This design comes from an exercise in tuning for small area on the open sky130 flow, not from production work.
Function was checked by simulation only, so behaviour that the tests miss may differ from the original.
Power and IR drop assume default switching activity.

===== flow/design.v =====
package rv_isa_pkg;
  typedef enum logic [6:0] {
    OP_LOAD   = 7'b0000011,   
    OP_STORE  = 7'b0100011,   
    OP_REG    = 7'b0110011,   
    OP_IMM    = 7'b0010011,   
    OP_BRANCH = 7'b1100011,   
    OP_JAL    = 7'b1101111    
  } opcode_t;
  typedef enum logic [2:0] {
    F3_ADDSUB = 3'b000,
    F3_SLT    = 3'b010,
    F3_OR     = 3'b110,
    F3_AND    = 3'b111
  } funct3_alu_t;
  typedef struct packed {
    logic [6:0] funct7;     
    logic [4:0] rs2;
    logic [4:0] rs1;
    logic [2:0] funct3;
    logic [4:0] rd;
    opcode_t    opcode;
  } r_fmt_t;
  typedef struct packed {
    logic [11:0] imm_11_0;
    logic [4:0]  rs1;
    logic [2:0]  funct3;
    logic [4:0]  rd;
    opcode_t     opcode;
  } i_fmt_t;
  typedef struct packed {
    logic [6:0] imm_11_5;
    logic [4:0] rs2;
    logic [4:0] rs1;
    logic [2:0] funct3;
    logic [4:0] imm_4_0;    
    opcode_t    opcode;
  } s_fmt_t;
  typedef struct packed {
    logic       imm_12;     
    logic [5:0] imm_10_5;
    logic [4:0] rs2;
    logic [4:0] rs1;
    logic [2:0] funct3;
    logic [3:0] imm_4_1;
    logic       imm_11;
    opcode_t    opcode;
  } b_fmt_t;
  typedef struct packed {
    logic       imm_20;     
    logic [9:0] imm_10_1;
    logic       imm_11;
    logic [7:0] imm_19_12;
    logic [4:0] rd;
    opcode_t    opcode;
  } j_fmt_t;
  typedef union packed {
    r_fmt_t r;   
    i_fmt_t i;
    s_fmt_t s;
    b_fmt_t b;
    j_fmt_t j;
  } instr_t;
endpackage
package rv_ctrl_pkg;
  typedef enum logic [2:0] {
    ALU_ADD = 3'b000,
    ALU_SUB = 3'b001,
    ALU_AND = 3'b010,
    ALU_OR  = 3'b011,
    ALU_SLT = 3'b101    
  } alu_op_t;
  typedef enum logic [1:0] {
    IMM_I = 2'b00,
    IMM_S = 2'b01,
    IMM_B = 2'b10,
    IMM_J = 2'b11
  } imm_sel_t;
  typedef enum logic [1:0] {
    RES_ALU = 2'b00,   
    RES_MEM = 2'b01,   
    RES_PC4 = 2'b10    
  } result_sel_t;
  typedef struct packed {
    logic        reg_write;       
    imm_sel_t    imm_sel;         
    logic        alu_src_imm;     
    logic        mem_write;       
    result_sel_t result_sel;      
    logic        pc_src_target;   
    alu_op_t     alu_op;          
  } ctrl_t;
  typedef enum logic [1:0] {
    CLS_ADD   = 2'b00,
    CLS_SUB   = 2'b01,
    CLS_FUNCT = 2'b10
  } alu_class_t;
endpackage
`timescale 1ns/1ps
module rv_aoi222 (
  input  logic a0, s0, a1, s1, a2, s2,
  output logic y
);
  assign y = ~((a0 & s0) | (a1 & s1) | (a2 & s2));
endmodule
module rv_aoi22 (
  input  logic a0, s0, a1, s1,
  output logic y
);
  assign y = ~((a0 & s0) | (a1 & s1));
endmodule
module rv_nand2 (
  input  logic a, b,
  output logic y
);
  assign y = ~(a & b);
endmodule
module rv_nand3 (
  input  logic a, b, c,
  output logic y
);
  assign y = ~(a & b & c);
endmodule
module rv_nand4 (
  input  logic a, b, c, d,
  output logic y
);
  assign y = ~(a & b & c & d);
endmodule
module rv_or3 (
  input  logic a, b, c,
  output logic y
);
  assign y = a | b | c;
endmodule
module rv_rf_bit #(
  parameter bit HAS_ALT = 1'b0
) (
  input  logic [31:1] d,
  input  logic [31:1] s,
  input  logic        alt,
  input  logic        alt_s,
  output logic        y
);
  logic [10:0] t;   
  logic [2:0]  z;
  for (genvar k = 0; k < 10; k++) begin : g_aoi
    rv_aoi222 u_aoi (
      .a0 (d[3*k+1]), .s0 (s[3*k+1]),
      .a1 (d[3*k+2]), .s1 (s[3*k+2]),
      .a2 (d[3*k+3]), .s2 (s[3*k+3]),
      .y  (t[k])
    );
  end
  if (HAS_ALT) begin : g_alt
    rv_aoi22 u_last (.a0 (d[31]), .s0 (s[31]), .a1 (alt), .s1 (alt_s), .y (t[10]));
  end else begin : g_noalt
    rv_nand2 u_last (.a (d[31]), .b (s[31]), .y (t[10]));
  end
  rv_nand4 u_z0 (.a (t[0]), .b (t[1]), .c (t[2]), .d (t[3]), .y (z[0]));
  rv_nand4 u_z1 (.a (t[4]), .b (t[5]), .c (t[6]), .d (t[7]), .y (z[1]));
  rv_nand3 u_z2 (.a (t[8]), .b (t[9]), .c (t[10]), .y (z[2]));
  rv_or3   u_y  (.a (z[0]), .b (z[1]), .c (z[2]), .y (y));
endmodule
module rv_dec5 (
  input  logic [4:0]  addr,
  input  logic        en,
  output logic [31:1] sel
);
  always_comb begin
    for (int i = 1; i < 32; i++) sel[i] = en & (addr == i[4:0]);
  end
endmodule
module rv_regfile (
  input  logic [31*32-1:0] regs,   
  input  logic [4:0]  rs1_addr,
  input  logic [4:0]  rs2_addr,
  input  logic        alt_sel,
  input  logic [31:0] alt,
  output logic [31:0] rs1_data,
  output logic [31:0] rs2_data
);
  logic [31:1] sel1, sel2;
  rv_dec5 u_dec1 (.addr (rs1_addr), .en (~alt_sel), .sel (sel1));
  rv_dec5 u_dec2 (.addr (rs2_addr), .en (1'b1),     .sel (sel2));
  for (genvar b = 0; b < 32; b++) begin : g_bit
    logic [31:1] col;
    for (genvar i = 1; i < 32; i++) begin : g_col
      assign col[i] = regs[(i-1)*32 + b];
    end
    rv_rf_bit #(.HAS_ALT (1'b1)) u_rd1 (
      .d (col), .s (sel1), .alt (alt[b]), .alt_s (alt_sel), .y (rs1_data[b])
    );
    rv_rf_bit #(.HAS_ALT (1'b0)) u_rd2 (
      .d (col), .s (sel2), .alt (1'b0), .alt_s (1'b0), .y (rs2_data[b])
    );
  end
endmodule
`timescale 1ns/1ps
module rv_imm_extend (
  input  logic [31:0]         instr,
  input  logic                is_jal,
  input  logic                taken,
  input  logic                sub,      
  output logic [32-1:0] alu_imm,
  output logic [32-1:1] pc_off
);
  logic                is_store, tj, tb;
  logic [32-1:0] imm;
  assign is_store = ~instr[6] & instr[5] & ~instr[4];
  assign imm[31:5] = {{20{instr[31]}}, instr[31:25]} & {27{~is_jal}};
  assign imm[4:0]  = is_jal   ? 5'd4 :
                     is_store ? instr[11:7] : instr[24:20];
  assign alu_imm   = imm ^ {32{sub}};
  assign tj = taken & is_jal;
  assign tb = taken & ~is_jal;
  assign pc_off[31:20] = {12{taken & instr[31]}};
  assign pc_off[19:12] = ({8{tj}} & instr[19:12]) | ({8{tb & instr[31]}});
  assign pc_off[11]    = (tj & instr[20]) | (tb & instr[7]);
  assign pc_off[10:5]  = {6{taken}} & instr[30:25];
  assign pc_off[4:3]   = ({2{tj}} & instr[24:23]) | ({2{tb}} & instr[11:10]);
  assign pc_off[2]     = ~taken | (is_jal ? instr[22] : instr[9]);
  assign pc_off[1]     = (tj & instr[21]) | (tb & instr[8]);
endmodule
`timescale 1ns/1ps
module rv_bprep (
  input  logic imm, rs2, c_imm, c_pos, c_neg,
  output logic bn
);
  assign bn = ~((c_imm & imm) | (c_pos & rs2) | (c_neg & ~rs2));
endmodule
module rv_add_blk #(
  parameter int W = 4
) (
  input  logic [W-1:0] a,
  input  logic [W-1:0] b,
  input  logic         cin,
  output logic [W-1:0] s,
  output logic [W-1:0] p,
  output logic         bg,    
  output logic         bp     
);
  logic [W-1:0] g;
  logic [W:0]   c;
  logic [W-1:0] gg;
  assign p = a ^ b;
  assign g = a & b;
  assign c[0] = cin;
  for (genvar i = 0; i < W; i++) begin : g_bit
    assign c[i+1] = g[i] | (p[i] & c[i]);
    assign s[i]   = p[i] ^ c[i];
    if (i == 0) begin : g_g0
      assign gg[i] = g[i];
    end else begin : g_gi
      assign gg[i] = g[i] | (p[i] & gg[i-1]);
    end
  end
  assign bg = gg[W-1];
  assign bp = &p;
endmodule
module rv_carry (
  input  logic bg, bp, cin,
  output logic cout
);
  assign cout = bg | (bp & cin);
endmodule
module rv_adder #(
  parameter int W = 32
) (
  input  logic [W-1:0] a,
  input  logic [W-1:0] b,
  input  logic         cin,
  output logic [W-1:0] s,
  output logic [W-1:0] p,
  output logic         all_p    
);
  localparam int NB = (W + 3) / 4;
  logic [NB:0]   c;
  logic [NB-1:0] bg, bp;
  assign c[0] = cin;
  for (genvar k = 0; k < NB; k++) begin : g_blk
    localparam int LO = 4 * k;
    localparam int BW = (W - LO < 4) ? (W - LO) : 4;
    rv_add_blk #(.W (BW)) u_blk (
      .a   (a[LO +: BW]),
      .b   (b[LO +: BW]),
      .cin (c[k]),
      .s   (s[LO +: BW]),
      .p   (p[LO +: BW]),
      .bg  (bg[k]),
      .bp  (bp[k])
    );
    if (k < NB - 1) begin : g_c
      rv_carry u_c (.bg (bg[k]), .bp (bp[k]), .cin (c[k]), .cout (c[k+1]));
    end else begin : g_nc
      assign c[k+1] = 1'b0;
    end
  end
  assign all_p = &bp;
endmodule
module rv_wb_bit (
  input  logic sum, a, b, mem, slt,
  input  logic s_sum, s_and, s_or, s_mem, s_slt,
  output logic y
);
  assign y = (s_sum & sum) | (s_and & a & b) | (s_or & (a | b)) | (s_mem & mem) | (s_slt & slt);
endmodule
module rv_slt (
  input  logic a31, p31, s31,    
  output logic lt
);
  assign lt = p31 ? s31 : a31;
endmodule
`timescale 1ns/1ps
module rv_control (
  input  logic [31:0] instr,
  output logic        is_jal,
  output logic        is_branch,
  output logic        reg_write,
  output logic        sub,         
  output logic        c_imm,       
  output logic        c_pos,       
  output logic        c_neg,       
  output logic        s_sum,
  output logic        s_and,
  output logic        s_or,
  output logic        s_mem,
  output logic        s_slt
);
  logic       is_op;    
  logic       is_store, use_imm;
  logic [2:0] f3;
  assign f3        = instr[14:12];
  assign is_op     = instr[4];
  assign is_jal    = instr[6] & instr[2];
  assign is_branch = instr[6] & ~instr[2];
  assign is_store  = ~instr[6] & instr[5] & ~instr[4];
  assign reg_write = ~instr[5] | instr[4] | instr[2];
  assign use_imm   = ~instr[5] | instr[2] | is_store;   
  assign s_mem = ~(instr[4] | instr[5] | instr[6]);     
  assign s_and = is_op & f3[2] & f3[0];
  assign s_or  = is_op & f3[2] & ~f3[0];
  assign s_slt = is_op & ~f3[2] & f3[1];
  assign s_sum = ~(is_op & (f3[2] | f3[1])) & ~s_mem;
  assign sub   = is_branch | s_slt | (is_op & instr[5] & instr[30] & ~f3[2] & ~f3[1]);
  assign c_imm = use_imm;
  assign c_pos = ~use_imm & ~sub;
  assign c_neg = ~use_imm & sub;
endmodule
`timescale 1ns/1ps
module rv_datapath (
  input  logic [31:0]         instr,
  input  logic [32-1:0] mem_rdata,
  input  logic [32-1:0] pc,
  input  logic [32-1:0] rs1_data,
  input  logic [32-1:0] rs2_data,
  output logic                is_jal,
  output logic                reg_write,
  output logic [32-1:1] pc_next,
  output logic [32-1:0] alu_result,
  output logic [32-1:0] result
);
  logic                is_branch, sub, c_imm, c_pos, c_neg;
  logic                s_sum, s_and, s_or, s_mem, s_slt;
  logic                eq, taken, lt;
  logic [32-1:0] alu_imm, bn, b, sum, p;
  logic [32-1:1] pc_off, pc_p;
  rv_control u_control (
    .instr     (instr),
    .is_jal    (is_jal),
    .is_branch (is_branch),
    .reg_write (reg_write),
    .sub       (sub),
    .c_imm     (c_imm),
    .c_pos     (c_pos),
    .c_neg     (c_neg),
    .s_sum     (s_sum),
    .s_and     (s_and),
    .s_or      (s_or),
    .s_mem     (s_mem),
    .s_slt     (s_slt)
  );
  rv_imm_extend u_imm (
    .instr   (instr),
    .is_jal  (is_jal),
    .taken   (taken),
    .sub     (sub),
    .alu_imm (alu_imm),
    .pc_off  (pc_off)
  );
  for (genvar i = 0; i < 32; i++) begin : g_b
    rv_bprep u_bprep (
      .imm (alu_imm[i]), .rs2 (rs2_data[i]),
      .c_imm (c_imm), .c_pos (c_pos), .c_neg (c_neg),
      .bn (bn[i])
    );
  end
  assign b = ~bn;
  rv_adder #(.W (32)) u_add (
    .a     (rs1_data),
    .b     (b),
    .cin   (sub),
    .s     (sum),
    .p     (p),
    .all_p (eq)         
  );
  assign taken = is_jal | (is_branch & eq);
  rv_slt u_slt (.a31 (rs1_data[31]), .p31 (p[31]), .s31 (sum[31]), .lt (lt));
  for (genvar i = 0; i < 32; i++) begin : g_wb
    rv_wb_bit u_wb (
      .sum (sum[i]), .a (rs1_data[i]), .b (b[i]), .mem (mem_rdata[i]),
      .slt ((i == 0) ? lt : 1'b0),
      .s_sum (s_sum), .s_and (s_and), .s_or (s_or), .s_mem (s_mem),
      .s_slt ((i == 0) ? s_slt : 1'b0),
      .y (result[i])
    );
  end
  assign alu_result = sum;
  rv_adder #(.W (32-1)) u_pcadd (
    .a     (pc[32-1:1]),
    .b     (pc_off),
    .cin   (1'b0),
    .s     (pc_next),
    .p     (pc_p),
    .all_p ()
  );
endmodule
`timescale 1ns/1ps
module rv_core (
  input  logic                CLK,
  input  logic                RST,
  input  rv_isa_pkg::instr_t  instr,        
  input  logic [32-1:0] mem_rdata,    
  output logic [32-1:0] pc,           
  output logic [32-1:0] alu_result,   
  output logic [32-1:0] write_data,   
  output logic                mem_write     
);
  logic [32-1:0] regs [1:32-1];
  logic [(32-1)*32-1:0] regs_flat;
  logic [32-1:1] pc_q, pc_next;
  logic [32-1:0] rs1_data, rs2_data, result;
  logic [32-1:1] we;
  logic                is_jal, reg_write;
  assign pc = {pc_q, 1'b0};
  always_ff @(posedge CLK or posedge RST) begin
    if (RST) pc_q <= '0;
    else     pc_q <= pc_next;
  end
  rv_dec5 u_wdec (.addr (instr[11:7]), .en (reg_write), .sel (we));
  always_ff @(posedge CLK) begin
    for (int i = 1; i < 32; i++) begin
      if (we[i]) regs[i] <= result;
    end
  end
  for (genvar i = 1; i < 32; i++) begin : g_flat
    assign regs_flat[(i-1)*32 +: 32] = regs[i];
  end
  rv_regfile u_regfile (
    .regs     (regs_flat),
    .rs1_addr (instr[19:15]),
    .rs2_addr (instr[24:20]),
    .alt_sel  (is_jal),
    .alt      (pc),
    .rs1_data (rs1_data),
    .rs2_data (rs2_data)
  );
  rv_datapath u_datapath (
    .instr      (instr),
    .mem_rdata  (mem_rdata),
    .pc         (pc),
    .rs1_data   (rs1_data),
    .rs2_data   (rs2_data),
    .is_jal     (is_jal),
    .reg_write  (reg_write),
    .pc_next    (pc_next),
    .alu_result (alu_result),
    .result     (result)
  );
  assign write_data = rs2_data;
  assign mem_write  = (instr[6:0] == 7'b0100011);   
endmodule

===== flow/run.sh =====
#!/bin/bash
# synth_recipe.tcl (not shown) runs the flow's synth.tcl, then flattens the netlist and writes it again
# the make line also repeats each setting of config.mk as NAME=value (left out here)
make -C /OpenROAD-flow-scripts/flow DESIGN_CONFIG=/design/flow/config.mk WORK_HOME=/design/flow/orfs CLKGATE_MAP_FILE= SYNTH_SCRIPT=/design/flow/synth_recipe.tcl finish

===== flow/config.mk =====
export PLATFORM = sky130hd
export DESIGN_NAME = rv_core
export DESIGN_NICKNAME = rv_core
export VERILOG_FILES = /design/flow/design.v
export SDC_FILE = /design/flow/constraint.sdc
export NUM_CORES = 4
export LEC_CHECK = 0
export CAP_MARGIN = 20
export CORE_MARGIN = 2
export CORE_UTILIZATION = 40
export SLEW_MARGIN = 20
export SYNTH_HIERARCHICAL = 1
export SYNTH_MINIMUM_KEEP_SIZE = 0

===== flow/constraint.sdc =====
create_clock -name core_clock -period 10.5 [get_ports {CLK}]
set_input_delay 2.1000 -clock core_clock [delete_from_list [all_inputs] [get_ports {CLK}]]
set_output_delay 2.1000 -clock core_clock [all_outputs]
set_load 0.01 [all_outputs]

==> summary.txt <==
The congestion estimate from routability-driven global placement came to 1.00. The number of clock sinks is 1,023. For this run, the share of the core covered by cells in the final layout is 0.511. The region available for standard cell placement spans 0.112 mm2. At the pin with the least slew margin, the transition time is 1070 ps. The fraction of power spent switching nets came out at 0.296.

The initial antenna violation count came to 12. The count of buffering cells on the critical path with inverters included came out at 8. The timing-limited maximum frequency is 96.2 MHz.

The cell repeated most along the worst path is sky130_fd_sc_hd__a21o_1. The critical path's slowest cell is sky130_fd_sc_hd__clkdlybuf4s50_1. The total congestion overflow after global routing came out at 0.

In this run the mean area of a mapped cell was 16.0 um2. The final number of setup-violating endpoints came out at 0. The floorplan has 123 rows. The tool flagged a number of max-cap violations equal to 0.

Setup repair after global routing left no endpoint under its margin. The worst setup path is captured at an output port. In the synthesized netlist, the number of instances is 2,822.

The gate family responsible for the most delay along the worst path is buffers and inverters. TritonCTS built the clock tree. The hold buffer count at CTS came out at 0. The final worst clock skew is 44.6 ps. Summed over all nets, the switching power comes to 3.41 mW. The portion of total power attributed to the clock network is 0.325. The setup TNS came out at 0 ps. The first routing iteration left 9,402 violations. The HPWL reported at the end of detailed placement came out at 137 mm. In the final layout, the share of cells above drive strength 1 is 0.231. The average wire per cell in the routed design came out at 37.1 um.

During placement, the flow inserted port buffers numbering 161. Measured against its own limit, the worst slew margin works out to 0.280. For this run, design rule violations remaining after detail routing come to 0.

In this run the count of I/O pins placed on the die edge is 163. The area of the die is 0.115 mm2. The area growth from synthesis to final layout is 27.2%. The internal power of the cells came out at 8.10 mW. The share of total power dissipated in sequential elements is 0.457. The number of max-slew violations in the final report came to 0. The CTS root buffer is sky130_fd_sc_hd__clkbuf_16. The arrival time reported for the critical path endpoint is 8300 ps. The final critical-path share of the clock period is 0.990. The wire length of the first global-routing pass is 267 mm. Power spread over the standard cell area amounts to 201 mW/mm2. The total wire length is 194 mm. The time the worst path needs with I/O delays and setup is 10,400 ps. The cell area after technology mapping is 0.0451 mm2. The count of fill cells added during filler insertion is 9,326. The setup path with the least slack is of type input pin to output port. Across every metal layer, demand over resource in global routing totals 0.327. The number of endpoints with negative hold slack in the final report is 0. The width of the die came out at 340 um. For this run, the slowest stage of the critical path takes 630 ps.

The number of vias per cell after detailed routing came out at 7.05. The run finished with no timing, DRC or antenna violations. The number of global-route vias before repair is 34,800. Data on the critical path is required at its endpoint by 8400 ps. The critical-path maximum fanout came out at 10.

The pre-antenna-repair detailed-routing pass consisted of 13 iterations. The post-CTS clock slew at the launch and capture registers of the worst setup and hold paths is 60 ps. Entering global routing, the biggest net connects 38 pins. The worst voltage drop across the vdd grid is 0.132 mV. Counting along the longest clock path gives a buffer depth of 3. The total CTS buffers is 107. The worst hold path class is flip-flop to flip-flop. The via count came out at 36,900. The number of nets in the layout is 3,805. The share of power burned in combinational logic came out at 0.217. The clock latency on the worst-skew pair is 720 ps. Once detail routing completed, the nets flagged for antenna violations numbered 0. The critical path launch point type is an input pin. In this run the number of H-tree levels came out at 3.

The leakage dissipation came out at 19.9 nW. The number of synthesis warnings came out at 9. The starting density of the core came out at 0.402. The die height is 340 um.
[placed cells by master (no fill, tap or decap), types with 15 or more instances in the layout]
master                            instances
sky130_fd_sc_hd__nor2_4                  96
sky130_fd_sc_hd__nor2_1                  19
sky130_fd_sc_hd__nand3_1                 64
sky130_fd_sc_hd__a22oi_2                 32
sky130_fd_sc_hd__nand2_1                 75
sky130_fd_sc_hd__nor2b_1                 42
sky130_fd_sc_hd__dfrtp_1                 31
sky130_fd_sc_hd__inv_1                  147
sky130_fd_sc_hd__buf_12                  53
sky130_fd_sc_hd__conb_1                  74
sky130_fd_sc_hd__buf_4                  462
sky130_fd_sc_hd__a221oi_2                32
sky130_fd_sc_hd__a222oi_1               640
sky130_fd_sc_hd__or3_1                   63
sky130_fd_sc_hd__edfxtp_1               992
sky130_fd_sc_hd__clkinv_2                19
sky130_fd_sc_hd__fa_1                    43
sky130_fd_sc_hd__clkbuf_16              109
sky130_fd_sc_hd__a21oi_1                 61
sky130_fd_sc_hd__ha_1                    61
sky130_fd_sc_hd__clkdlybuf4s50_1        149
sky130_fd_sc_hd__clkinv_1                24
sky130_fd_sc_hd__nand4_1                133
sky130_fd_sc_hd__clkbuf_1                25
sky130_fd_sc_hd__a21o_1                  15
sky130_fd_sc_hd__a22oi_1                 64
sky130_fd_sc_hd__o211ai_1                32
[routing by layer]
layer,track usage,wire [um],share of wire,vias to the layer above
li1,-,-,-,14600
met1,0.433,69300,0.36,18400
met2,0.497,85900,0.44,3354
met3,0.0877,27500,0.14,524
met4,0.167,11300,0.058,12
met5,0,80,0.00041,-
[power groups by stage]
stage / sequential, mW / clock, mW / combinational [mW]
global route: 5.27 / 3.93 / 2.65
CTS: 5.26 / 3.77 / 2.46
global placement: 5.34 / 0 / 2.41
floorplan: 5.30 / 0 / 1.04
detailed placement: 5.34 / 0 / 2.45
finish: 5.26 / 3.74 / 2.50
[metrics by stage]
stage / hold slack, ps / power, mW / worst slack [ps] / cell area, um2 / instances
CTS: 673 / 11.5 / -20.0 / 57200 / 5215
global placement: 658 / 7.76 / -299 / 53800 / 5015
global route: 699 / 11.9 / 2.54 / 57300 / 5222
detailed placement: 651 / 7.79 / -270 / 53800 / 5015
finish: 666 / 11.5 / 104 / 57300 / 5229
floorplan: 663 / 6.35 / 259 / 45400 / 2893
[timing repair]
item                                    CTS  global route
resized for setup                        14            13
setup buffers                             0             5
endpoints found under the hold margin     0             0
endpoints found under the setup margin    5             6
pin swaps                                 5             7
[worst paths after layout]
path	start	endpoint	slack, ps	cells past startpoint
setup / recovery	instr[6]	alu_result[19]	100	25
hold / removal	pc_q[6]	pc_q[6]	670	1
setup reg to reg	regs[10][23]	pc_q[28]	3290	29
hold reg to reg	pc_q[6]	pc_q[6]	670	1
max in group asynchronous	RST	pc_q[10]	8330	3
min in group asynchronous	RST	pc_q[1]	1800	3
[area by class of cell]
class                      instances  area [um2]  share of cell area
antenna                            7        17.5            0.000306
clock buffer                     134        2820              0.0492
clock inverter                    66         622              0.0108
inverter                         149         563             0.00982
multi-input combinational       1673       14700               0.257
sequential                      1023       30600               0.533
tap                             1500        1880              0.0327
timing repair buffer             677        6140               0.107
[worst reg2reg max path: cells and delay by family, from the launching register on]
family	cells	cell delay (ps)
AOI/OAI and AO/OA	12	2730
and+or+nand+nor	6	1660
adders and majority gates	5	1530
buffers and inverters	5	670
DFF	1	390
xor gates and xnor gates	1	150
[sequential cells by signal, summed over array words and instances (netlist names)]
name and cells:
pc_q 31, regs 992

static timing again, ports no longer ideal:
In the flow no input, the clock included, has a driving cell. The finished layout below was timed again as built, in two steps. Step 1 assumes that a clkbuf_16 drives the clock port and a buf_2 every other input. Step 2 moves the port delays by t, midway between the first and last clock arrival at a register: inputs arrive t later, outputs are due t later. That takes back most of the time a late clock gives input paths. Slacks: ideal ports / drivers / drivers and shift; pairs: ideal ports / drivers.
t (ns): 0.771
setup slack, ns: 0.104 / 0.076 / 0.068
worst setup path at the end: input to register
latest minus earliest clock arrival (ns): 0.044 / 0.044
worst register clock-pin slew, ns: 0.07 / 0.07
After both steps setup and hold are still met in this run. For this run, drivers alone change the setup slack by -0.028 ns; drivers and shift together by -0.036 ns.
